Context: an optimization exercise on an open-source flow, tuned for small area, a short achievable clock period and few clock cycles per item. The choices shown serve that exercise and are no tape-out recipe. Where RTL was checked, it was by simulation tests only, not by an equivalence proof against the original. Power is estimated from default activity; no workload was simulated.

lagoon:
==> flow/design.v (excerpt) <==
module goertzel_power_detect #(
   parameter int OW       = 20,
   parameter int PW       = 2*OW+1,
   parameter int HOLD_ON  = 3,
   parameter int HOLD_OFF = 3
) (
   input  logic            i_clk,
   input  logic            i_rst,
   input  logic [2*OW-1:0] s_axis_tdata,
   input  logic            s_axis_tvalid,
   output logic            s_axis_tready,
   output logic [PW-1:0]   m_axis_tdata,
   output logic            m_axis_tuser,
   output logic            m_axis_tvalid,
   input  logic            m_axis_tready,
   input  logic [PW-1:0]   i_threshold,
   output logic            o_detect
);
For scale: roughly 1600 cells after synthesis, ~130 I/O pins, about 0.017 mm^2 of cells after synthesis.
Settings: LEC_CHECK=0, CAP_MARGIN=20, CORE_MARGIN=2, CORE_UTILIZATION=40, CTS_BUF_LIST=sky130_fd_sc_hd__clkbuf_8, SETUP_SLACK_MARGIN=4.4, SLEW_MARGIN=20, SYNTH_HIERARCHICAL=1, SYNTH_MINIMUM_KEEP_SIZE=0; clock period 8.0 ns.
standard.sh (not shown) runs the stock make flow with config.mk's settings and CLKGATE_MAP_FILE= SYNTH_SCRIPT=/design/flow/synth_recipe.tcl, a recipe that flattens the netlist after the stock synthesis.
==> flow/flow/run.sh <==
#!/bin/bash
# Standard ORFS layout (the standard.sh, standard synthesis unchanged),
# with the port buffers made from the smallest buffer cell.
set -euo pipefail
bash standard.sh BUFFER_PORTS_ARGS="-buffer_cell sky130_fd_sc_hd__buf_1" finish > standard_flow.log 2>&1
Testbench counts of lagoon, summed over its fixed seeds: cycles 2,072, items 2,048.
The inputs of juniper differ from those of lagoon as listed below.
Settings: PLACE_DENSITY: unset -> 0.7; SETUP_SLACK_MARGIN: 4.4 -> 4.2; CORE_UTILIZATION: 40 -> 55.
==> summary.txt <==
Compared to lagoon, juniper has die width about 14% lower. juniper: flow completed, timing, DRC and antenna clean. NOTE: area growth from synthesis to final layout in juniper falls short of that of lagoon. Compared with lagoon, in juniper global-route wire length before repair now smaller, number of vias in the routed layout flat. Setup slack for juniper is lower than for lagoon. juniper against lagoon: filler-free cell count of the finished design went down, net switching power of the design lower. Diff lagoon -> juniper | global-route usage | increase of 4.8 points. Changes observed in juniper relative to lagoon: fraction of area in multi-input gates saw an increase; synthesized area saw little to no change.


build 61:
goertzel_power_detect, a different RTL version from the one above (not shown whole).
For scale: about 1400 cells after synthesis, ~170 flip-flops, roughly 130 I/O pins, about 18000 um2 of cells after synthesis.
## goertzel_power_detect
module goertzel_power_detect #(
   parameter int OW       = 20,
   parameter int PW       = 2*OW+1,
   parameter int HOLD_ON  = 3,
   parameter int HOLD_OFF = 3
) (
   input  logic            i_clk,
   input  logic            i_rst,
   input  logic [2*OW-1:0] s_axis_tdata,
   input  logic            s_axis_tvalid,
   output logic            s_axis_tready,
   output logic [PW-1:0]   m_axis_tdata,
   output logic            m_axis_tuser,
   output logic            m_axis_tvalid,
   input  logic            m_axis_tready,
   input  logic [PW-1:0]   i_threshold,
   output logic            o_detect
);
Settings: LEC_CHECK=0, CAP_MARGIN=20, CORE_MARGIN=2, CORE_UTILIZATION=40, SLEW_MARGIN=20, SYNTH_HIERARCHICAL=1, SYNTH_MINIMUM_KEEP_SIZE=0; clock period 8.0 ns.
Scripts as last shown in full above: flow/flow/run.sh
Build 61 has completed all stages; timing, DRC and antenna checks passed.
For build 41, these inputs were changed with respect to build 61:
Settings: putting SETUP_SLACK_MARGIN at 3.5 where nothing was set.
==> flow/run.sh (new file) <==
#!/bin/bash
# synth_recipe.tcl (not shown) runs the flow's synth.tcl, then flattens the netlist and writes it again
# the make line also repeats each setting of config.mk as NAME=value (left out here)
make -C /OpenROAD-flow-scripts/flow DESIGN_CONFIG=/design/flow/config.mk WORK_HOME=/design/flow/orfs CLKGATE_MAP_FILE= SYNTH_SCRIPT=/design/flow/synth_recipe.tcl finish
removed: flow/flow/run.sh
removed: flow/standard.sh
==> summary.txt <==
The run showing the greater average via count per standard cell is build 41. On xor/xnor cell area share of the yosys netlist, build 61 tracks build 41 almost exactly. The higher core utilization came out of build 41. Looking at cell with the largest stage delay on the worst path, the sky130_fd_sc_hd__a311o_1 result is from build 61; the sky130_fd_sc_hd__edfxtp_1 one comes from build 41. Of build 41 and build 61, the higher sequential share of layout area belongs to build 61. Worst setup slack is higher on build 41.
[inputs] build 79 vs build 41
Settings: SETUP_SLACK_MARGIN no longer set, was 3.5.
==> comparison <==
Against build 41 as the reference, build 79 delivers a lower data required time at the worst endpoint. Build 79 ran to completion and came out clean on the timing, design-rule and antenna checks. [compare] base=build 41 new=build 79: deepest clock path buffer count saw little to no change, share of power burned in combinational logic saw a decrease, number of standard cells after synthesis saw little to no change. Build 79 vs. build 41: relative area change from synthesis to final layout shrank by 4.7 points; area used by multi-input combinational logic saw a decrease.
No run of this note included a check of the RTL's function; only the layout flow was run.


goertzel_power_detect with an RTL version that a note above also has.
For scale: ~1600 cells after synthesis, roughly 17000 um^2 of cells after synthesis.
// goertzel_power_detect
module goertzel_power_detect #(
   parameter int OW       = 20,
   parameter int PW       = 2*OW+1,
   parameter int HOLD_ON  = 3,
   parameter int HOLD_OFF = 3
) (
   input  logic            i_clk,
   input  logic            i_rst,
   input  logic [2*OW-1:0] s_axis_tdata,
   input  logic            s_axis_tvalid,
   output logic            s_axis_tready,
   output logic [PW-1:0]   m_axis_tdata,
   output logic            m_axis_tuser,
   output logic            m_axis_tvalid,
   input  logic            m_axis_tready,
   input  logic [PW-1:0]   i_threshold,
   output logic            o_detect
);
Settings: LEC_CHECK=0, CAP_MARGIN=20, CORE_MARGIN=2, CORE_UTILIZATION=40, CTS_BUF_LIST=sky130_fd_sc_hd__clkbuf_8, SETUP_SLACK_MARGIN=4.2, SLEW_MARGIN=20, SYNTH_HIERARCHICAL=1, SYNTH_MINIMUM_KEEP_SIZE=0; clock period 8.0 ns.
==> flow/flow/run.sh <==
#!/bin/bash
# Standard ORFS layout (the standard.sh, standard synthesis unchanged),
# with the port buffers made from the smallest buffer cell.
set -euo pipefail
bash standard.sh BUFFER_PORTS_ARGS="-buffer_cell sky130_fd_sc_hd__buf_1" finish > standard_flow.log 2>&1
Testbench counts at the start, summed over its fixed seeds: cycles 2,072, items 2,048.
Then changed:
Settings changed: SETUP_SLACK_MARGIN 4.2 to 4.1.
What happened: The new run completed with no timing, DRC or antenna violations. Utilization decreases by 0.69 points. Synthesized area is unchanged. Final area decreases by 1.5%. Via count decreases by 2.7%. Total power decreases by 1.8%. Routed wire length decreases by 3.7%. Worst setup slack got worse by 0.051 ns. Sequential share of layout area increases by 0.35 points. Die area is unchanged. Register-to-register slack got worse by 0.05 ns.


== main ==
Another version of the RTL of goertzel_power_detect (not shown whole).
Size in the first run: ~1600 cells after synthesis, about 130 I/O pins, about 18000 um2 of cells after synthesis.
export LEC_CHECK = 0
export CAP_MARGIN = 20
export CORE_MARGIN = 2
export CORE_UTILIZATION = 40
export CTS_BUF_LIST = sky130_fd_sc_hd__clkbuf_8
export SETUP_SLACK_MARGIN = 4.15
export SLEW_MARGIN = 20
export SYNTH_HIERARCHICAL = 1
export SYNTH_MINIMUM_KEEP_SIZE = 0
create_clock -name core_clock -period 8.0 [get_ports {i_clk}]
Scripts as last shown in full above: flow/flow/run.sh
What the feature branch does differently from main at the input level:
# main
export LEC_CHECK = 0
export CAP_MARGIN = 20
export CORE_MARGIN = 2
export CORE_UTILIZATION = 40
export CTS_BUF_LIST = sky130_fd_sc_hd__clkbuf_8
export SETUP_SLACK_MARGIN = 4.15
export SLEW_MARGIN = 20
export SYNTH_HIERARCHICAL = 1
export SYNTH_MINIMUM_KEEP_SIZE = 0
create_clock -name core_clock -period 8.0 [get_ports {i_clk}]
# the feature branch
export LEC_CHECK = 0
export CAP_MARGIN = 20
export CORE_MARGIN = 2
export CORE_UTILIZATION = 40
export CTS_BUF_LIST = sky130_fd_sc_hd__clkbuf_8
export SETUP_SLACK_MARGIN = 3.85
export SLEW_MARGIN = 20
export SYNTH_HIERARCHICAL = 1
export SYNTH_MINIMUM_KEEP_SIZE = 0
create_clock -name core_clock -period 8.0 [get_ports {i_clk}]
==> comparison <==
Lower total via count in the routed design goes to the feature branch over main. Area after detailed placement across the feature branch and main: no real change. Relative to main, pre-CTS setup slack has gone down in the feature branch. Min post-CTS setup repair buffer count across the feature branch and main: the feature branch. Lower clock network power share among the feature branch and main: main. Diff main -> the feature branch | relative slew slack | increase of 0.84 points. The run showing the greater layout-stage area growth over the synthesis result is main. Diff main -> the feature branch: clock power rose by about 11%; fraction of standard cell area in multi-input logic rose by 1.5 points; maximum clock frequency fell by about 4%.
No functional check of the RTL was part of any run of this note.


Another version of the RTL of goertzel_power_detect (not shown whole).
Size in the first run: roughly 1,700 cells after synthesis, roughly 160 flip-flops, ~130 I/O pins, ~0.018 mm^2 of cells after synthesis.
Design goertzel_power_detect, start of the top module:
module goertzel_power_detect #(
   parameter int OW       = 20,
   parameter int PW       = 2*OW+1,
   parameter int HOLD_ON  = 3,
   parameter int HOLD_OFF = 3
) (
   input  logic            i_clk,
   input  logic            i_rst,
   input  logic [2*OW-1:0] s_axis_tdata,
   input  logic            s_axis_tvalid,
   output logic            s_axis_tready,
   output logic [PW-1:0]   m_axis_tdata,
   output logic            m_axis_tuser,
   output logic            m_axis_tvalid,
   input  logic            m_axis_tready,
   input  logic [PW-1:0]   i_threshold,
   output logic            o_detect
);
   localparam bit c_INREG  = 1'b1;
   localparam bit c_MIDREG = 1'b1;
   localparam bit c_INMUX  = 1'b1;
   localparam bit c_ABS    = 1'b1;
   localparam int c_HMAX = (HOLD_ON > HOLD_OFF) ? HOLD_ON : HOLD_OFF;
   localparam int c_CW   = (c_HMAX > 1) ? $clog2(c_HMAX) : 1;
   logic            w_en;
   logic            w_v1, w_v2;
   logic            r_v3;
   logic [OW-1:0]   x_re, x_im;
   logic [76-1:0] w_mid_d, w_mid_q;
   logic [PW-1:0]   w_ra, w_rb;
   logic [PW-1:0]   w_sum;
   logic            w_hit;
   logic [PW-1:0]   r_pwr;
   logic            r_hit;
   logic            r_det;
   logic [c_CW-1:0] r_cnt, w_cnt_nxt;
   logic            w_det_nxt;
   assign w_en          = !r_v3 || m_axis_tready;
   assign s_axis_tready = w_en;
   logic [2*OW-1:0] w_in_new;
   generate
      if (c_ABS) begin : g_abs
         goertzel_abs #(.W(OW)) u_abs_re (.i_x(s_axis_tdata[2*OW-1:OW]), .o_m(w_in_new[2*OW-1:OW]));
  ...
Settings: LEC_CHECK=0, CAP_MARGIN=20, CORE_MARGIN=2, CORE_UTILIZATION=40, CTS_BUF_LIST=sky130_fd_sc_hd__clkbuf_8, SETUP_SLACK_MARGIN=4.5, SLEW_MARGIN=20, SYNTH_HIERARCHICAL=1, SYNTH_MINIMUM_KEEP_SIZE=0; clock period 8.0 ns.
Scripts as last shown in full above: flow/flow/run.sh
The starting point passed the timing, design-rule and antenna checks.
Testbench counts at the start, summed over its fixed seeds: cycles 2,072, items 2,048.
==> next run, changes <==
SETUP_SLACK_MARGIN = 3.8   (was 4.5)
Final cell count falls by 5.6%; wire length went down by 13%; setup slack is worse by 290 ps; utilization goes down by 4.9 points; first-iteration DRC count fell by 16%.
==> next run, changes <==
SETUP_SLACK_MARGIN = 4.3   (was 3.8)
Result: Sequential share of layout area went down by 1.2 points. Area after synthesis is unchanged. Non-clock buffer count went up by 96. Hold slack gains 8.4 ps. Core utilization went up by 3.4 points. Clock skew went down by 5.4 ps.
==> next run, changes <==
SETUP_SLACK_MARGIN = 3.95   (was 4.3)
Effect: The new run finished clean. Critical path depth is lower by 7. Power shrinks by 3.7%. Design area is lower by 6.7%.

==> port drivers added, routing unchanged <==
The flow's constraints put no driver on any port. The routed layouts listed below were extracted and timed again, unchanged, in two steps. Step 1: set_driving_cell puts a clkbuf_16 on i_clk and a buf_2 on each other input, an assumption about the parent block. Step 2 adds t to the input delays and takes it off the output delays; t is the mean of the earliest and latest rising clock arrival at the registers after step 1. Input paths then give back, and output paths get back, about the clock's delay inside the block. Three values: no drivers, after step 1, after step 2; two values: the first two.
| run | t, ns | slack for setup (ns) | latest minus earliest clock arrival (ns) | worst data-port slew with drivers (ns) | cell pins on the clock port's net |
|---|---|---|---|---|---|
| lagoon | 0.564 | 4.271 / 4.271 / 3.877 | 0.016 / 0.016 | 0.06 | 1 |
| juniper | 0.534 | 4.223 / 4.223 / 3.817 | 0.021 / 0.021 | 0.06 | 1 |
| build 61 | 0.510 | 3.164 / 3.164 / 3.164 | 0.013 / 0.013 | 0.05 | 1 |
| build 41 | 0.523 | 3.510 / 3.510 / 3.510 | 0.030 / 0.030 | 0.05 | 1 |
| build 79 | 0.509 | 3.144 / 3.119 / 3.119 | 0.016 / 0.016 | 0.06 | 1 |
| the first run of note 3 | 0.570 | 4.240 / 4.232 / 3.726 | 0.016 / 0.017 | 0.06 | 1 |
| the second run of note 3 | 0.565 | 4.189 / 4.189 / 3.781 | 0.010 / 0.011 | 0.06 | 1 |
| main | 0.606 | 4.135 / 4.089 / 3.678 | 0.020 / 0.020 | 0.06 | 1 |
| the feature branch | 0.561 | 3.973 / 3.973 / 3.568 | 0.019 / 0.019 | 0.05 | 1 |
| the first run of note 5 | 0.575 | 4.210 / 4.210 / 3.881 | 0.018 / 0.019 | 0.06 | 1 |
| the second run of note 5 | 0.572 | 3.923 / 3.923 / 3.453 | 0.025 / 0.025 | 0.06 | 1 |
| the third run of note 5 | 0.571 | 4.188 / 4.188 / 3.809 | 0.021 / 0.021 | 0.06 | 1 |
| the fourth run of note 5 | 0.577 | 4.008 / 3.984 / 3.578 | 0.024 / 0.025 | 0.06 | 1 |
After both steps setup and hold are still met in every run listed. The setup slack of the first run of note 3, which loses most, moves by -0.008 ns with the drivers and by -0.514 ns with both steps.
